From an optimization exercise on the open Yosys and OpenROAD flow, aimed at small area and a short achievable clock period; shortcuts taken in it are not production practice.
RTL that was checked went through simulation tests only; none was proved equivalent to the original.

Setup of tundra:
==> flow/design.v <==
`timescale 1ns/1ns
module breakout_top (
    input  logic        clk,
    input  logic        rst,
    input  logic [3:0]  ctrl,      
    input  logic        vsync,
    input  logic [20:0] px,        
    output logic [23:0] rgb,       
    output logic        started,
    output logic        over
);
    logic vsync_q, step;
    logic ball_lost;
    always_ff @(posedge clk or negedge rst) begin
        if (!rst) begin
            vsync_q <= 1'b0;
            step    <= 1'b0;
            started <= 1'b0;
            over    <= 1'b0;
        end else begin
            vsync_q <= vsync;
            step    <= vsync & ~vsync_q & started & ~over & ~ctrl[0];
            if (ctrl[3]) started <= 1'b1;
            if (step && ball_lost) over <= 1'b1;
        end
    end
    logic [9:0] padl;            
    logic [9:0] bx, by;          
    logic [3:0] vx;              
    logic [1:0] vym1;            
    logic       dx, dy;          
    logic [4:0] hxp;             
    logic [24:0] dead;           
    logic [24:0] alive;
    assign alive = ~dead;
    assign ball_lost = by >= 10'd427;
    logic [9:0] padl_n;
    always_comb begin
        logic [7:0] moved;
        moved  = padl[9:2] + (ctrl[2] ? 8'hFF : 8'h01);
        padl_n = padl;
        if (ctrl[2])      padl_n = (padl > 10'd228) ? {moved, padl[1:0]} : 10'd224;
        else if (ctrl[1]) padl_n = (padl < 10'd484) ? {moved, padl[1:0]} : 10'd488;
    end
    logic [4:0] hx;              
    logic [4:0] hy;              
    logic [24:0] hit;
    logic [4:0] colhit;
    logic bounce_x, bounce_y;
    always_comb begin
        for (int c = 0; c < 5; c++)
            hx[c] = (bx >= 10'(248 + 50 * c)) && (bx <= 10'(300 + 50 * c));
        for (int r = 0; r < 5; r++)
            hy[r] = (by >= 10'(103 + 20 * r)) && (by <= 10'(130 + 20 * r));
        for (int r = 0; r < 5; r++)
            for (int c = 0; c < 5; c++)
                hit[r*5+c] = alive[r*5+c] & hy[r] & hx[c];
        for (int c = 0; c < 5; c++)
            colhit[c] = hit[c] | hit[5+c] | hit[10+c] | hit[15+c] | hit[20+c];
        bounce_x = |(colhit & ~hxp);
        bounce_y = |(colhit & hxp);
    end
    logic        paddle_hit;
    logic [10:0] u;
    logic [6:0]  ul;
    logic [3:0]  angle;
    logic [1:0]  angle_vym1;
    always_comb begin
        u  = {1'b0, bx} - {1'b0, padl};
        ul = u[6:0];
        paddle_hit = (by >= 10'd414) && (by <= 10'd425) && (u[10:7] == 4'd0) && (ul <= 7'd80);
        angle = 4'd8;
        for (int i = 7; i >= 0; i--)
            if (ul >= 7'(38 - 4 * i) && ul <= 7'(42 + 4 * i)) angle = 4'(i);
        if (ul >= 7'd30 && ul <= 7'd50)      angle_vym1 = 2'd3;
        else if (ul >= 7'd18 && ul <= 7'd62) angle_vym1 = 2'd2;
        else if (ul >= 7'd10 && ul <= 7'd70) angle_vym1 = 2'd1;
        else                                 angle_vym1 = 2'd0;
    end
    logic [9:0] bx_n, by_n;
    logic [3:0] vx_n;
    logic [1:0] vym1_n;
    logic       dx_n, dy_n;
    always_comb begin
        bx_n = ((bx ^ {10{~dx}}) + {6'd0, vx}) ^ {10{~dx}};
        by_n = ((by ^ {10{~dy}}) + {7'd0, 3'(vym1) + 3'd1}) ^ {10{~dy}};
        vx_n = vx;
        vym1_n = vym1;
        dx_n = dx;
        dy_n = dy;
        if (bx <= 10'd230)      dx_n = 1'b1;
        else if (bx >= 10'd562) dx_n = 1'b0;
        if (by <= 10'd95)       dy_n = 1'b1;
        else if (by >= 10'd427) dy_n = 1'b0;
        if (paddle_hit) begin
            by_n   = 10'd413;
            dy_n   = 1'b0;
            dx_n   = ul > 7'd40;
            vx_n   = angle;
            vym1_n = angle_vym1;
        end
        if (bounce_x) dx_n = ~dx;
        if (bounce_y) dy_n = ~dy;
    end
    always_ff @(posedge clk or negedge rst) begin
        if (!rst) begin
            padl  <= 10'd331;
            bx    <= 10'd371;
            by    <= 10'd286;
            vx    <= 4'd0;
            vym1  <= 2'd1;
            dx    <= 1'b1;
            dy    <= 1'b1;
            hxp   <= 5'b00100;
            dead  <= '0;
        end else if (step) begin
            padl  <= padl_n;
            bx    <= bx_n;
            by    <= by_n;
            vx    <= vx_n;
            vym1  <= vym1_n;
            dx    <= dx_n;
            dy    <= dy_n;
            hxp   <= hx;
            dead  <= dead | hit;
        end
    end
    logic [9:0] qx, qy;
    logic       act;
    assign qx  = px[20:11];
    assign qy  = px[10:1];
    assign act = px[0];
    logic border, on_ball, on_paddle;
    logic [4:0] pcol, prow;
    logic okx, oky, okp;
    logic [3:0] dx4, dy4;
    localparam logic [255:0] DISC =
        256'hf83ff83ff83ff01fe00f00010000000000000001e00ff01ff83ff83ff83ffc7f;
    logic [6:0] tl;
    near16 u_nx (.a(qx), .b(bx), .ok(okx), .d(dx4));
    near16 u_ny (.a(qy), .b(by), .ok(oky), .d(dy4));
    near128 u_np (.a(qx), .b(padl), .ok(okp), .d(tl));
    always_comb begin
        border = (qx >= 10'd221) && (qx <= 10'd570) && (qy >= 10'd86) && (qy <= 10'd435) &&
                 !((qx >= 10'd224) && (qx <= 10'd567) && (qy >= 10'd89) && (qy <= 10'd432));
        on_ball = okx & oky & DISC[{dx4, dy4}];
        on_paddle = okp & (((qy == 10'd420) && tl <= 7'd80) ||
                           ((qy >= 10'd417 && qy <= 10'd423 && qy != 10'd420) && tl >= 7'd1 && tl <= 7'd79) ||
                           ((qy == 10'd416 || qy == 10'd424) && tl >= 7'd2 && tl <= 7'd78) ||
                           ((qy == 10'd415 || qy == 10'd425) && tl >= 7'd5 && tl <= 7'd75));
        for (int c = 0; c < 5; c++)
            pcol[c] = qx >= 10'(254 + 50 * c) && qx <= 10'(293 + 50 * c);
        for (int r = 0; r < 5; r++)
            prow[r] = qy >= 10'(109 + 20 * r) && qy <= 10'(123 + 20 * r) &&
                      |(pcol & alive[r*5 +: 5]);
    end
    logic       playing;
    logic [3:0] bgc, bgc_q;      
    logic       bl_q, pd_q;
    always_comb begin
        playing = act & started & ~over & ~border;
        if (!act)          bgc = 4'd0;
        else if (!started) bgc = 4'd1;
        else if (over)     bgc = 4'd2;
        else if (border)   bgc = 4'd3;
        else               bgc = {|prow, prow[4], prow[2] | prow[3], prow[1] | prow[3]};
    end
    always_ff @(posedge clk or negedge rst) begin
        if (!rst) begin
            bgc_q <= 4'd0;
            bl_q  <= 1'b0;
            pd_q  <= 1'b0;
        end else begin
            bgc_q <= bgc;
            bl_q  <= playing & on_ball;
            pd_q  <= playing & on_paddle;
        end
    end
    always_comb begin
        if (bl_q)      rgb = 24'hFF0000;
        else if (pd_q) rgb = 24'hFFFFFF;
        else begin
            case (bgc_q)
                4'd1:    rgb = 24'h202040;
                4'd2:    rgb = 24'h800000;
                4'd3:    rgb = 24'h4BA3C3;
                4'd8:    rgb = 24'hFFADAD;
                4'd9:    rgb = 24'hFDFFB6;
                4'd10:   rgb = 24'hCAFFBF;
                4'd11:   rgb = 24'h9BF6FF;
                4'd12:   rgb = 24'hBDB2FF;
                default: rgb = 24'h000000;
            endcase
        end
    end
endmodule
module near16 (
    input  logic [9:0] a,
    input  logic [9:0] b,
    output logic       ok,
    output logic [3:0] d
);
    logic [4:0] l;
    logic [6:0] ah, bh, x;
    logic zr, on;
    always_comb begin
        begin
            logic [3:0] g, p;
            logic [4:0] bw;
            g = ~a[3:0] & b[3:0];
            p = ~(a[3:0] ^ b[3:0]);
            bw[0] = 1'b0;
            bw[1] = g[0];
            bw[2] = g[1] | (p[1] & g[0]);
            bw[3] = g[2] | (p[2] & g[1]) | (p[2] & p[1] & g[0]);
            bw[4] = g[3] | (p[3] & g[2]) | (p[3] & p[2] & g[1]) | (p[3] & p[2] & p[1] & g[0]);
            l = {bw[4], ~p ^ bw[3:0]};
        end
        d  = l[3:0];
        ah = {1'b0, a[9:4]};
        bh = ~{1'b0, b[9:4]};
        x  = ah ^ bh;
        zr = 1'b1;
        on = 1'b1;
        for (int i = 1; i < 7; i++) begin
            zr &= x[i] == (ah[i-1] | bh[i-1]);
            on &= x[i] == ~(ah[i-1] & bh[i-1]);
        end
        zr &= x[0] == ~l[4];
        on &= x[0] == l[4];
        ok = d[3] ? on : zr;
    end
endmodule
module near128 (
    input  logic [9:0] a,
    input  logic [9:0] b,
    output logic       ok,
    output logic [6:0] d
);
    logic [7:0] l;
    logic [2:0] ah, bh;
    always_comb begin
        begin
            logic [6:0] g, p;
            logic [7:0] bw;
            g = ~a[6:0] & b[6:0];
            p = ~a[6:0] | b[6:0];
            bw[0] = 1'b0;
            bw[1] = (g[0]);
            bw[2] = (g[0] & p[1]) |
                    (g[1]);
            bw[3] = (g[0] & p[1] & p[2]) |
                    (g[1] & p[2]) |
                    (g[2]);
            bw[4] = (g[0] & p[1] & p[2] & p[3]) |
                    (g[1] & p[2] & p[3]) |
                    (g[2] & p[3]) |
                    (g[3]);
            bw[5] = (g[0] & p[1] & p[2] & p[3] & p[4]) |
                    (g[1] & p[2] & p[3] & p[4]) |
                    (g[2] & p[3] & p[4]) |
                    (g[3] & p[4]) |
                    (g[4]);
            bw[6] = (g[0] & p[1] & p[2] & p[3] & p[4] & p[5]) |
                    (g[1] & p[2] & p[3] & p[4] & p[5]) |
                    (g[2] & p[3] & p[4] & p[5]) |
                    (g[3] & p[4] & p[5]) |
                    (g[4] & p[5]) |
                    (g[5]);
            bw[7] = (g[0] & p[1] & p[2] & p[3] & p[4] & p[5] & p[6]) |
                    (g[1] & p[2] & p[3] & p[4] & p[5] & p[6]) |
                    (g[2] & p[3] & p[4] & p[5] & p[6]) |
                    (g[3] & p[4] & p[5] & p[6]) |
                    (g[4] & p[5] & p[6]) |
                    (g[5] & p[6]) |
                    (g[6]);
            l = {bw[7], a[6:0] ^ b[6:0] ^ bw[6:0]};
        end
        d  = l[6:0];
        ah = a[9:7];
        bh = b[9:7];
        ok = l[7] ? (ah == bh + 3'd1 && bh != 3'd7) : (ah == bh);
    end
endmodule
export LEC_CHECK = 0
export CAP_MARGIN = 20
export CORE_MARGIN = 2
export CORE_UTILIZATION = 60
export CTS_BUF_LIST = sky130_fd_sc_hd__clkbuf_8
export SLEW_MARGIN = 20
create_clock -name core_clock -period 14.0 [get_ports {clk}]
standard.sh (not shown) runs the stock make flow with config.mk's settings and CLKGATE_MAP_FILE= SYNTH_SCRIPT=/design/flow/synth_recipe.tcl, a recipe that flattens the netlist after the stock synthesis.
==> flow/flow/run.sh <==
#!/bin/bash
# Standard layout, with buf_2 port buffers and timing repair aiming for 9.4 ns of setup slack.
set -euo pipefail
bash standard.sh "BUFFER_PORTS_ARGS=-buffer_cell sky130_fd_sc_hd__buf_2" SETUP_SLACK_MARGIN=9.4 finish > standard_make.log 2>&1
No stage failed in tundra, and the final checks on the layout all came back clean.
[inputs] maple vs tundra
--- a/flow/design.v
+++ b/flow/design.v
@@ -23,15 +23,18 @@
             if (ctrl[3]) started <= 1'b1;
             if (step && ball_lost) over <= 1'b1;
         end
     end
+    logic [8:0] padl_r, by_r;
     logic [9:0] padl;            
     logic [9:0] bx, by;          
+    logic [24:0] dead;           
+    assign padl = {1'b0, padl_r};
+    assign by   = {1'b0, by_r};
     logic [3:0] vx;              
     logic [1:0] vym1;            
     logic       dx, dy;          
     logic [4:0] hxp;             
-    logic [24:0] dead;           
     logic [24:0] alive;
     assign alive = ~dead;
     assign ball_lost = by >= 10'd427;
     logic [9:0] padl_n;
@@ -103,21 +106,21 @@
         if (bounce_y) dy_n = ~dy;
     end
     always_ff @(posedge clk or negedge rst) begin
         if (!rst) begin
-            padl  <= 10'd331;
+            padl_r <= 9'd331;
             bx    <= 10'd371;
-            by    <= 10'd286;
+            by_r   <= 9'd286;
             vx    <= 4'd0;
             vym1  <= 2'd1;
             dx    <= 1'b1;
             dy    <= 1'b1;
             hxp   <= 5'b00100;
             dead  <= '0;
         end else if (step) begin
-            padl  <= padl_n;
+            padl_r <= padl_n[8:0];
             bx    <= bx_n;
-            by    <= by_n;
+            by_r   <= by_n[8:0];
             vx    <= vx_n;
             vym1  <= vym1_n;
             dx    <= dx_n;
             dy    <= dy_n;
[summary]
a2111o_1 as the cell type of the slowest stage on the worst timing path was reported by maple, and dfrtp_2 by tundra. Diff tundra..maple | count of flip-flops with a built-in enable after synthesis | unchanged. tundra → maple: routed wire length went up by about 4%; final period demand of the worst path grew by 150 ps; well tap count grew by 4; design area increased by 480 sq um relative to the old numbers. Compared with tundra, maple shows a first-pass GRT wire length that is 5.0% higher. Relative to tundra, total die area has increased by 530 sq um in maple. Looking at count of multi-input combinational gates, maple sits above tundra.
No functional check of the RTL was part of maple.

-- what the ideal ports hide --
No port has a modelled driver above. Below, the same layouts with a new extraction and two added sets of constraints. Step 1, drivers: a clkbuf_16 drives clk and a buf_2 each remaining input, both assumed. Step 2 also shifts input and output timing later by t, the mid clock arrival at the registers, as if the neighbouring blocks saw the same clock. a / b / c = ideal / step 1 / step 2; a / b = the first two.
| run | shift t [ns] | setup slack, ns | worst setup path at the end |
|---|---|---|---|
| tundra | 0.409 | 9.414 / 9.375 / 9.050 | input to register |
| maple | 0.392 | 9.266 / 9.249 / 8.857 | input to register |
After both steps every run listed still meets setup and hold. The setup slack of maple, which loses most, moves by -0.017 ns with the drivers and by -0.409 ns with both steps.
